This is an optimization exercise on Yosys and OpenROAD, whose aim is small area and a short achievable clock period, not a production implementation. The RTL was checked by simulation tests, not by an equivalence proof against the original design. Power is estimated from default activity; no workload was simulated.

===== design/flow/design.v =====
module itch_book_builder #(
  parameter logic [15:0] LOCATE = 16'h0001,
  parameter int          DEPTH  = 8
) (
  input  logic        clkIn,
  input  logic        rstIn,
  input  logic        msgValidIn,
  input  logic [1:0]  msgTypeIn,
  input  logic [15:0] locateIn,
  input  logic        buySellIn,
  input  logic [31:0] sharesIn,
  input  logic [31:0] priceIn,
  input  logic        clearIn,
  output logic        bidValidOut,
  output logic [31:0] bidPriceOut,
  output logic [31:0] bidSharesOut,
  output logic        askValidOut,
  output logic [31:0] askPriceOut,
  output logic [31:0] askSharesOut,
  output logic        topUpdateOut,
  output logic        dropOut,
  output logic        missOut
);
  localparam logic [1:0] MSG_ADD = 2'b00;
  logic [DEPTH-1:0][31:0] bid_px_q;
  logic [DEPTH-1:0][31:0] bid_px_d;
  logic [DEPTH-1:0][31:0] bid_sh_q;
  logic [DEPTH-1:0][31:0] bid_sh_d;
  logic [DEPTH-1:0] bid_v_q, bid_v_d;
  logic [DEPTH-1:0][31:0] ask_px_q;
  logic [DEPTH-1:0][31:0] ask_px_d;
  logic [DEPTH-1:0][31:0] ask_sh_q;
  logic [DEPTH-1:0][31:0] ask_sh_d;
  logic [DEPTH-1:0] ask_v_q, ask_v_d;
  logic [DEPTH-1:0][31:0] cur_px;
  logic [DEPTH-1:0][31:0] cur_sh;
  logic [DEPTH-1:0] cur_v;
  logic [DEPTH-1:0][31:0] new_px;
  logic [DEPTH-1:0][31:0] new_sh;
  logic [DEPTH-1:0] new_v;
  logic        accept;
  logic        hit;
  logic [31:0] hit_sh;
  logic [32:0] add_sum;
  int          pos;
  logic        drop_evt_d, drop_evt_q;
  logic        miss_evt_d, miss_evt_q;
  logic        bid_out_v_q, ask_out_v_q;
  logic [31:0] bid_out_px_q, bid_out_sh_q, ask_out_px_q, ask_out_sh_q;
  logic        bid_out_v_d, ask_out_v_d;
  logic [31:0] bid_out_px_d, bid_out_sh_d, ask_out_px_d, ask_out_sh_d;
  logic        top_upd_q, top_upd_d;
  logic        drop_q, miss_q;
  assign accept = msgValidIn && (locateIn == LOCATE) && !clearIn;
  always_comb begin
    for (int i = 0; i < DEPTH; i++) begin
      cur_px[i] = buySellIn ? bid_px_q[i] : ask_px_q[i];
      cur_sh[i] = buySellIn ? bid_sh_q[i] : ask_sh_q[i];
    end
    cur_v  = buySellIn ? bid_v_q : ask_v_q;
    new_px = cur_px;
    new_sh = cur_sh;
    new_v  = cur_v;
    hit    = 1'b0;
    hit_sh = '0;
    pos    = 0;
    drop_evt_d = 1'b0;
    miss_evt_d = 1'b0;
    for (int i = 0; i < DEPTH; i++) begin
      if (cur_v[i] && cur_px[i] == priceIn) begin
        hit    = 1'b1;
        hit_sh = cur_sh[i];
      end
      if (cur_v[i] && (buySellIn ? (cur_px[i] > priceIn) : (cur_px[i] < priceIn)))
        pos = pos + 1;
    end
    add_sum = {1'b0, hit_sh} + {1'b0, sharesIn};
    if (msgTypeIn == MSG_ADD) begin
      if (hit) begin
        for (int i = 0; i < DEPTH; i++)
          if (i == pos) new_sh[i] = add_sum[32] ? 32'hFFFF_FFFF : add_sum[31:0];
      end else if (cur_v[DEPTH-1] && pos == DEPTH) begin
        drop_evt_d = accept;
      end else begin
        drop_evt_d = accept && cur_v[DEPTH-1];
        for (int i = 1; i < DEPTH; i++) begin
          if (i > pos) begin
            new_px[i] = cur_px[i-1];
            new_sh[i] = cur_sh[i-1];
            new_v[i]  = cur_v[i-1];
          end
        end
        for (int i = 0; i < DEPTH; i++) begin
          if (i == pos) begin
            new_px[i] = priceIn;
            new_sh[i] = sharesIn;
            new_v[i]  = 1'b1;
          end
        end
      end
    end else begin
      if (!hit) begin
        miss_evt_d = accept;
      end else if (sharesIn >= hit_sh) begin
        miss_evt_d = accept && (sharesIn > hit_sh);
        for (int i = 0; i < DEPTH - 1; i++) begin
          if (i >= pos) begin
            new_px[i] = cur_px[i+1];
            new_sh[i] = cur_sh[i+1];
            new_v[i]  = cur_v[i+1];
          end
        end
        new_v[DEPTH-1] = 1'b0;
      end else begin
        for (int i = 0; i < DEPTH; i++)
          if (i == pos) new_sh[i] = hit_sh - sharesIn;
      end
    end
  end
  always_comb begin
    bid_px_d = bid_px_q;
    bid_sh_d = bid_sh_q;
    bid_v_d  = bid_v_q;
    ask_px_d = ask_px_q;
    ask_sh_d = ask_sh_q;
    ask_v_d  = ask_v_q;
    if (clearIn) begin
      bid_v_d = '0;
      ask_v_d = '0;
    end else if (accept && buySellIn) begin
      bid_px_d = new_px;
      bid_sh_d = new_sh;
      bid_v_d  = new_v;
    end else if (accept) begin
      ask_px_d = new_px;
      ask_sh_d = new_sh;
      ask_v_d  = new_v;
    end
  end
  always_comb begin
    bid_out_v_d  = bid_v_q[0];
    bid_out_px_d = bid_v_q[0] ? bid_px_q[0] : 32'd0;
    bid_out_sh_d = bid_v_q[0] ? bid_sh_q[0] : 32'd0;
    ask_out_v_d  = ask_v_q[0];
    ask_out_px_d = ask_v_q[0] ? ask_px_q[0] : 32'd0;
    ask_out_sh_d = ask_v_q[0] ? ask_sh_q[0] : 32'd0;
    top_upd_d = (bid_out_v_d != bid_out_v_q) || (bid_out_px_d != bid_out_px_q) ||
                (bid_out_sh_d != bid_out_sh_q) || (ask_out_v_d != ask_out_v_q) ||
                (ask_out_px_d != ask_out_px_q) || (ask_out_sh_d != ask_out_sh_q);
  end
  always_ff @(posedge clkIn) begin
    if (rstIn) begin
      for (int i = 0; i < DEPTH; i++) begin
        bid_px_q[i] <= '0;
        bid_sh_q[i] <= '0;
        ask_px_q[i] <= '0;
        ask_sh_q[i] <= '0;
      end
      bid_v_q      <= '0;
      ask_v_q      <= '0;
      drop_evt_q   <= 1'b0;
      miss_evt_q   <= 1'b0;
      bid_out_v_q  <= 1'b0;
      bid_out_px_q <= '0;
      bid_out_sh_q <= '0;
      ask_out_v_q  <= 1'b0;
      ask_out_px_q <= '0;
      ask_out_sh_q <= '0;
      top_upd_q    <= 1'b0;
      drop_q       <= 1'b0;
      miss_q       <= 1'b0;
    end else begin
      bid_px_q     <= bid_px_d;
      bid_sh_q     <= bid_sh_d;
      bid_v_q      <= bid_v_d;
      ask_px_q     <= ask_px_d;
      ask_sh_q     <= ask_sh_d;
      ask_v_q      <= ask_v_d;
      drop_evt_q   <= drop_evt_d;
      miss_evt_q   <= miss_evt_d;
      bid_out_v_q  <= bid_out_v_d;
      bid_out_px_q <= bid_out_px_d;
      bid_out_sh_q <= bid_out_sh_d;
      ask_out_v_q  <= ask_out_v_d;
      ask_out_px_q <= ask_out_px_d;
      ask_out_sh_q <= ask_out_sh_d;
      top_upd_q    <= top_upd_d;
      drop_q       <= drop_evt_q;
      miss_q       <= miss_evt_q;
    end
  end
  assign bidValidOut  = bid_out_v_q;
  assign bidPriceOut  = bid_out_px_q;
  assign bidSharesOut = bid_out_sh_q;
  assign askValidOut  = ask_out_v_q;
  assign askPriceOut  = ask_out_px_q;
  assign askSharesOut = ask_out_sh_q;
  assign topUpdateOut = top_upd_q;
  assign dropOut      = drop_q;
  assign missOut      = miss_q;
endmodule

===== design/flow/run.sh =====
#!/bin/bash
# synth_recipe.tcl (not shown) runs the flow's synth.tcl, then flattens the netlist and writes it again
# the make line also repeats each setting of config.mk as NAME=value (left out here)
make -C /OpenROAD-flow-scripts/flow DESIGN_CONFIG=/design/flow/config.mk WORK_HOME=/design/flow/orfs CLKGATE_MAP_FILE= SYNTH_SCRIPT=/design/flow/synth_recipe.tcl finish

===== design/flow/config.mk =====
export PLATFORM = sky130hd
export DESIGN_NAME = itch_book_builder
export DESIGN_NICKNAME = itch_book_builder
export VERILOG_FILES = /design/flow/design.v
export SDC_FILE = /design/flow/constraint.sdc
export NUM_CORES = 4
export LEC_CHECK = 0
export CAP_MARGIN = 20
export CORE_MARGIN = 2
export CORE_UTILIZATION = 40
export SLEW_MARGIN = 20

===== design/flow/constraint.sdc =====
create_clock -name core_clock -period 12.5 [get_ports {clkIn}]
set_input_delay 2.5000 -clock core_clock [delete_from_list [all_inputs] [get_ports {clkIn}]]
set_output_delay 2.5000 -clock core_clock [all_outputs]
set_load 0.01 [all_outputs]

==> flow_summary.json <==
{
  "numPortBuffers": 219,
  "syn-cell-area_mm2": 0.08073,
  "worst_pin_slew_ns": 1.300,
  "crit_buf_inv": 15,
  "first_global_vias": 91590,
  "fin_util_pct": 51.18,
  "crit_fanout": 23,
  "max_stage_delay_ns": 0.64,
  "crit_type": "input pin to flop",
  "dp_hpwl_um": 380100,
  "finalSetupViolCount": 0,
  "cp.required_ns": 13.26,
  "clock-sinks": 1175,
  "drive_gt1_share_pct": 20.19,
  "start_util_pct": 40.35,
  "end_kind": "flop",
  "hold_class": "flop to flop",
  "power_frac_comb_pct": 9.8,
  "final.fill_count": 19410,
  "core_area_mm2": 0.2001,
  "maxSlewViolCount": 0,
  "grt_first_pass_wirelength_um": 701000,
  "cap_violations": 0,
  "dp_slack_ns": -0.2891,
  "power_switching_w": 0.002568,
  "routabilityCongestion": 1.075,
  "swShare_pct": 27.60,
  "synthFlopType": "dfxtp_1",
  "yosys.area.top_type": "dfxtp_1",
  "hold_viol": 0,
  "path_clk_slew_ns": 0.06,
  "area_growth_pct": 26.83,
  "fin_crit_sh_pct": 98.15,
  "fmax_mhz": 81.51,
  "die_w_um": 453.3,
  "p_seq_share_pct": 40.2,
  "nets": 11960,
  "detail-route-antenna-nets": 0,
  "synth.avg_cell_area_um2": 7.668,
  "die_h_um": 453.3,
  "antenna_found_initial": 33,
  "dr.pass1.iters": 10,
  "rsz0062_at_grt": "false",
  "yosysMostFrequentCell": "nor2_1",
  "htree_levels": 4,
  "place_inst": 14050,
  "worst_slack_ns": 0.2316,
  "insertion_delay_ns": 0.87,
  "io_pins": 220,
  "yosys-top-cells-count": "nor2_1, dfxtp_1, a211oi_1",
  "synth_seq_cells": 1175,
  "worstSetupStartpointType": "input pin",
  "path_common_cell": "buf_4",
  "cp.arrival_ns": 13.03,
  "synth_top_area_share_pct": 29.14,
  "finClkSkew_ns": 0.04238,
  "syn_nets": 10940,
  "yosysUniqueCellTypes": 121,
  "slowest_stage": "or4_1",
  "synth.yosys.warnings": 1,
  "period_minus_slack_ns": 12.27,
  "post_drt_via_cell_ratio": 6.743,
  "slew_headroom_pct": 13.35,
  "p_int_w": 0.006737,
  "layout.cells.non_filler": 14340,
  "dieArea_mm2": 0.2054,
  "numCtsBuffers": 146,
  "power.share.clock_pct": 50.0,
  "grt_usage_pct": 47.54,
  "postCtsHoldBufs": 0,
  "finalPower_w": 0.009305,
  "wl_um": 507700,
  "syn_inst": 10530,
  "routed-via-count": 96710,
  "rows": 164,
  "grt_max_degree": 217,
  "powerDensity_mw_per_mm2": 90.88,
  "drc": 0,
  "ys_async_sr_fraction_pct": 0,
  "cts-root-buf": "clkbuf_16",
  "ir_worst_vdd_mv": 0.1430,
  "postCtsSetupRepairBufs": 0,
  "p_leak_nw": 39.41,
  "critPathTopFamily": "compound AO/OA/AOI/OAI gates",
  "initialDrtViolationCount": 12900,
  "yosysSeqAreaShare_pct": 29.14,
  "clk_path_buf_depth": 3,
  "routedWlPerCell_um": 35.40,
  "synth_area_leaders": "dfxtp_1, a211oi_1, nor2_1, ha_1, a21oi_1",
  "grt-ovfl-total": 0,
  "synth-edff-count": 0,
  "cts_tree": "yes",
  "status": "timing/DRC/antenna clean"
}
-- worst reg2reg max path, delay by kind of cell, from the launching register on --
family / cells / cell delay [ns]
adder cells (fa/ha/maj): 7 / 1.91
buffers and inverters: 4 / 0.77
AND/OR/NAND/NOR: 14 / 1.45
AO/OA/AOI/OAI: 17 / 4.18
multiplexers: 2 / 0.77
flip-flops: 1 / 0.42
XOR/XNOR: 2 / 0.75
-- through the flow --
step           cell area [um2]  TNS, ns  hold slack (ns)
6_report                102400        0           0.4425
5_1_grt                 102300        0           0.4589
4_1_cts                 102300        0           0.4395
3_5_place_dp             97200   -5.507           0.4283
3_3_place_gp             97200   -2.515           0.4238
2_1_floorplan            80790        0           0.4138
-- timing repair --
action,in CTS,in global routing
endpoints found under the setup margin,0,12
gates resized for setup,0,1
endpoints found under the hold margin,0,0
-- cell families (layout without fill, tap and decap cells) --
group                    count (synthesis)  count (layout)  share of synthesized area, %
AO/OA/AOI/OAI                         3822            3822                         31.92
XOR/XNOR                                97              97                         1.121
adder cells (fa/ha/maj)                329             329                         5.118
buffers and inverters                 1254            2392                         6.125
flip-flops                            1175            1175                         29.14
multiplexers                           603             603                         7.954
other                                    0              19                             0
AND/OR/NAND/NOR                       3248            3248                         18.63
-- cells in the final DEF (no fill, tap or decap), drive strengths merged, types with 37 or more instances in the layout --
cell type and instances:
nor3 138, a31oi 72, and2 155, buf 1609, a21o 44, o31ai 81, a211oi 868, a22oi 157
o21ai 747, o221ai 109, nand4 80, xnor2 80, o22ai 197, nand3b 271, nand2b 43, ha 327
a22o 40, mux2 305, clkdlybuf4s50 216, a221oi 200, inv 304, nand3 156, nand2 769, clkbuf 213
a21oi 804, nor2b 43, nor2 1417, a222oi 37, nor4 65, mux2i 298, o211ai 108, o41ai 46
dfxtp 1175
-- power by group through the flow --
stage | Sequential (W) | Clock [W] | Combinational, W
floorplan | 0.00383 | 0 | 0.000371
global placement | 0.00383 | 0 | 0.000854
detailed placement | 0.00383 | 0 | 0.000858
CTS | 0.00374 | 0.00465 | 0.000860
global route | 0.00374 | 0.00479 | 0.000910
finish | 0.00374 | 0.00465 | 0.000907
-- registers in the layout (all words and copies together), names as in the netlist, 32 cells and up --
name,cells
bid_px_q,256
ask_out_px_q,32
ask_out_sh_q,32
bid_out_sh_q,32
bid_sh_q,256
ask_sh_q,256
ask_px_q,256
bid_out_px_q,32
-- routing by layer --
layer	share of wire [%]	wire length, um	GRT usage (%)	vias up
met1	36	183600	55.06	46630
met3	10	50650	11.21	2210
li1	-	-	-	41410
met5	0.021	106	0.02332	-
met4	11	57530	43.59	18
met2	43	215900	72.49	6439
-- final cells by class --
cell class	instances	area [um2]	share of cell area, %
Tap cell	2656	3323	3.246
Sequential cell	1175	23530	22.98
Timing Repair Buffer	1825	16390	16.01
Multi-Input combinational cell	8099	52850	51.62
Inverter	299	1122	1.096
Clock buffer	213	4340	4.239
Clock inverter	55	792.0	0.7735
Antenna cell	19	47.55	0.04644
-- path summary, 6_finish.rpt --
path / slack (ns) / end / cells past startpoint / startpoint
worst max-delay path: 0.23 / ask_sh_q[1] / 44 / buySellIn
worst min-delay path: 0.44 / miss_q / 1 / miss_evt_q
worst max register to register: 2.16 / ask_sh_q[158] / 46 / bid_px_q[8]
worst min register to register: 0.44 / miss_q / 1 / miss_evt_q

separate check: timing with driven ports:
The results above use ideal ports. As a check the final layout listed here was re-extracted and re-timed, cells and wires unchanged.
Step 1: set_driving_cell puts a clkbuf_16 on clkIn and a buf_2 on each other input, an assumption about the parent block.
Step 2 also shifts input and output timing later by t, the mid clock arrival at the registers, as if the neighbouring blocks saw the same clock.
a / b / c = ideal / step 1 / step 2; a / b = the first two.
t, ns: 0.957
slack for setup (ns): 0.232 / 0.283 / -0.674
latest minus earliest clock arrival (ns): 0.042 / 0.042
Met with ideal ports but missed after step 2: setup timing in this run. For this run, drivers alone change the setup slack by +0.051 ns; drivers and shift together by -0.906 ns.
